This design comes from an exercise in tuning for small area, a short achievable clock period and few clock cycles per item on the open sky130 flow, not from production work.
In this exercise RTL edits were held to simulation tests only and were not proved equivalent to the original.
No activity file was given, so power comes from the tool's default toggle rates.

== juniper ==
## sparse_batch_accum
module sparse_batch_accum #(
  parameter int DATA_W = sparse_batch_accum_pkg::DATA_W,
  parameter int RES_W  = sparse_batch_accum_pkg::RES_W,
  parameter int IDX_W  = sparse_batch_accum_pkg::IDX_W,
  parameter int BATCH  = sparse_batch_accum_pkg::BATCH
) (
  input  logic              clk,
  input  logic              rst,
  input  logic              in_valid,
  output logic              in_ready,
  input  logic [DATA_W-1:0] in_data,
  input  logic [DATA_W-1:0] in_weight,
  input  logic [IDX_W-1:0]  in_idx,
  input  logic              in_last,
  output logic              out_valid,
  input  logic              out_ready,
  output logic [RES_W-1:0]  out_data,
  output logic [IDX_W-1:0]  out_idx,
  output logic              out_last,
  output logic [sparse_batch_accum_pkg::bw(BATCH+1)-1:0] sample_cnt
  , output logic            sat_flag
);
Size: ~2000 cells after synthesis, about 740 flip-flops, roughly 71 I/O pins, about 31000 um^2 of cells after synthesis.
export LEC_CHECK = 0
export CAP_MARGIN = 20
export CORE_MARGIN = 2
export CORE_UTILIZATION = 55
export CTS_CLUSTER_DIAMETER = 80
export CTS_CLUSTER_SIZE = 25
export SETUP_SLACK_MARGIN = 5
export SLEW_MARGIN = 20
create_clock -name core_clock -period 8.0 [get_ports {clk}]
standard.sh (not shown) runs the stock make flow with config.mk's settings and CLKGATE_MAP_FILE= SYNTH_SCRIPT=/design/flow/synth_recipe.tcl, a recipe that flattens the netlist after the stock synthesis.
==> flow/flow/run.sh <==
#!/bin/bash
set -euo pipefail
bash standard.sh SETUP_SLACK_MARGIN=5.5 finish > flow_standard.log 2>&1
juniper completed every stage of the flow, and the final layout passed the timing, design-rule and antenna checks.
Testbench counts of juniper, summed over its fixed seeds: cycles 5,290, items 4,650.
The inputs of yarrow differ from those of juniper as listed below.
Settings: changing CTS_CLUSTER_SIZE from 25 to 40; changing CTS_CLUSTER_DIAMETER from 80 to 60.
### Flow results
Total power of yarrow is higher than that of juniper.
Compared with juniper, yarrow shows post-CTS setup repair buffer count higher by 10.
Comparing juniper and yarrow, the higher power consumed by combinational cells was measured on yarrow.
Against juniper, the final cell area of yarrow is higher.
Clock network fraction of design power for yarrow: 3.7 points up relative to juniper
Relative to juniper, the number of global-route vias before repair measured on yarrow has increased slightly.
juniper → yarrow: area growth from synthesis to layout has increased, combinational fraction of design power -1.0 points, wire length reported by the detailed router climbed about 0.6%, sequential power saw little to no change.

---

sparse_batch_accum, a different RTL version from the one above (not shown whole).
For scale: roughly 2000 cells after synthesis, roughly 700 flip-flops, about 71 I/O pins, roughly 0.031 sq mm of cells after synthesis.
==> flow/config.mk <==
export PLATFORM = sky130hd
export DESIGN_NAME = sparse_batch_accum
export DESIGN_NICKNAME = sparse_batch_accum
export VERILOG_FILES = /design/flow/design.v
export SDC_FILE = /design/flow/constraint.sdc
export NUM_CORES = 4
export LEC_CHECK = 0
export CAP_MARGIN = 20
export CORE_MARGIN = 2
export CORE_UTILIZATION = 55
export CTS_CLUSTER_DIAMETER = 80
export CTS_CLUSTER_SIZE = 30
export SETUP_SLACK_MARGIN = 5
export SLEW_MARGIN = 20
==> flow/constraint.sdc <==
create_clock -name core_clock -period 8.0 [get_ports {clk}]
set_input_delay 1.6000 -clock core_clock [delete_from_list [all_inputs] [get_ports {clk}]]
set_output_delay 1.6000 -clock core_clock [all_outputs]
set_load 0.01 [all_outputs]
run.sh (not shown) runs the stock make flow with config.mk's settings and CLKGATE_MAP_FILE= SYNTH_SCRIPT=/design/flow/synth_recipe.tcl, a recipe that flattens the netlist after the stock synthesis.
Stock flow here: none of the scripts above is used.
Testbench counts at the start, summed over its fixed seeds: cycles 5,290, items 4,650.
==> next run, changes <==
Settings changed: CTS_CLUSTER_DIAMETER 80 to unset, CTS_CLUSTER_SIZE 30 to unset.
Effect: The new run finished with timing, DRC and antenna clean; non-clock buffer count decreases by 3; hold slack loses 5.0 ps; flip-flop and latch count stays the same; utilization came out higher by 1.9 points; clock skew falls by 21 ps.

---

the reference run:
Another version of the RTL of sparse_batch_accum (not shown whole).
Size in the first run: roughly 1900 cells after synthesis, about 71 I/O pins.
clock: 8.0 ns
lec_check: 0
cap_margin: 20
core_margin: 2
core_utilization: 55
cts_cluster_diameter: 80
cts_cluster_size: 25
setup_slack_margin: 5
slew_margin: 20
standard.sh (not shown) runs the stock make flow with config.mk's settings and CLKGATE_MAP_FILE= SYNTH_SCRIPT=/design/flow/synth_recipe.tcl, a recipe that flattens the netlist after the stock synthesis.
==> flow/flow/run.sh <==
#!/bin/bash
set -euo pipefail
bash standard.sh SETUP_SLACK_MARGIN=5.35 finish > flow_standard.log 2>&1
The reference run went all the way through the flow, and no timing, DRC or antenna check failed.
Testbench counts of the reference run, summed over its fixed seeds: cycles 5,290, items 4,650.
The inputs of the trial run differ from those of the reference run as listed below.
- CORE_UTILIZATION changed from 55 to 60
==> flow/flow/run.sh <==
#!/bin/bash
set -euo pipefail
bash standard.sh SETUP_SLACK_MARGIN=5.3 finish > flow_standard.log 2>&1
The trial run closes out successfully: all stages finished, all timing, DRC and antenna checks passed.
Taking the reference run over the trial run, the area enclosed by the die boundary ratio works out to 1.09.
On transition time of the tightest slew-check pin, the lower figure sits with the trial run, not the reference run.
On worst-skew pair later-pin latency, the reference run and the trial run are basically level.

---

Starting RTL as in the previous note.
clock: 8.0 ns
lec_check: 0
cap_margin: 20
core_margin: 2
core_utilization: 55
cts_cluster_diameter: 70
cts_cluster_size: 20
setup_slack_margin: 5
slew_margin: 20
==> flow/flow/run.sh <==
#!/bin/bash
set -euo pipefail
bash standard.sh SETUP_SLACK_MARGIN=5.3 finish > flow_standard.log 2>&1
The baseline finished with timing, DRC and antenna clean.
Testbench counts at the start, summed over its fixed seeds: cycles 5,290, items 4,650.
==> next run, changes <==
CTS_CLUSTER_DIAMETER = 80   (was 70)
CTS_CLUSTER_SIZE = 25   (was 20)
What happened:
- worst setup slack is better by 3.1 ps
- synthesized cell count does not change
- register-to-register slack is better by 30 ps
- total power decreases by a few percent
==> next run, changes <==
CORE_UTILIZATION = 50   (was 55)
The changed run ran to the end with no violations. Clock power rises by about 8%. Synthesized cell count stays the same. Wire length rises by 3.8%. Core utilization falls by 5.1 points. Design area rises by 0.83%. Area after synthesis does not change. Clock skew rises by 10 ps. Setup slack degrades by 4.2 ps.
==> next run, changes <==
==> flow/flow/run.sh (replaced) <==
#!/bin/bash
set -euo pipefail
bash standard.sh SETUP_SLACK_MARGIN=5.4 finish > flow_standard.log 2>&1
CORE_UTILIZATION = 55   (was 50)
What happened: Via count is about the same. Die area goes down by a little under a tenth. Clock-buffer cell count goes up by 1. Sequential cell count stays the same.

afterwards: timing with drivers on the ports:
How much do the figures lean on ideal ports? The routed layouts below were timed once more, with nothing changed but the port constraints. Step 1, drivers: a clkbuf_16 drives clk and a buf_2 each remaining input, both assumed. Step 2, shift: input delay + t, output delay - t, t = (earliest + latest rising clock arrival at the registers) / 2. This alone moves slack from input paths to output paths. Three values: no drivers, after step 1, after step 2; two values: the first two.
| run | t, ns | setup WS [ns] | worst setup path after step 2 | clock arrival spread, ns |
|---|---|---|---|---|
| juniper | 0.640 | 5.277 / 5.213 / 4.877 | input to register | 0.027 / 0.028 |
| yarrow | 0.671 | 5.213 / 5.152 / 4.857 | input to register | 0.051 / 0.051 |
| the first run of note 2 | 0.647 | 5.034 / 4.972 / 4.668 | input to register | 0.054 / 0.054 |
| the second run of note 2 | 0.676 | 5.018 / 4.957 / 4.643 | input to register | 0.029 / 0.029 |
| the reference run | 0.655 | 5.249 / 5.183 / 4.833 | input to register | 0.045 / 0.045 |
| the trial run | 0.647 | 5.259 / 5.196 / 4.774 | input to register | 0.027 / 0.027 |
| the first run of note 4 | 0.650 | 5.267 / 5.205 / 4.737 | input to register | 0.026 / 0.026 |
| the second run of note 4 | 0.632 | 5.270 / 5.213 / 4.740 | input to register | 0.031 / 0.030 |
| the third run of note 4 | 0.650 | 5.265 / 5.205 / 4.832 | input to register | 0.034 / 0.034 |
| the fourth run of note 4 | 0.645 | 5.251 / 5.191 / 4.895 | input to register | 0.031 / 0.031 |
After both steps every run listed still meets setup and hold.
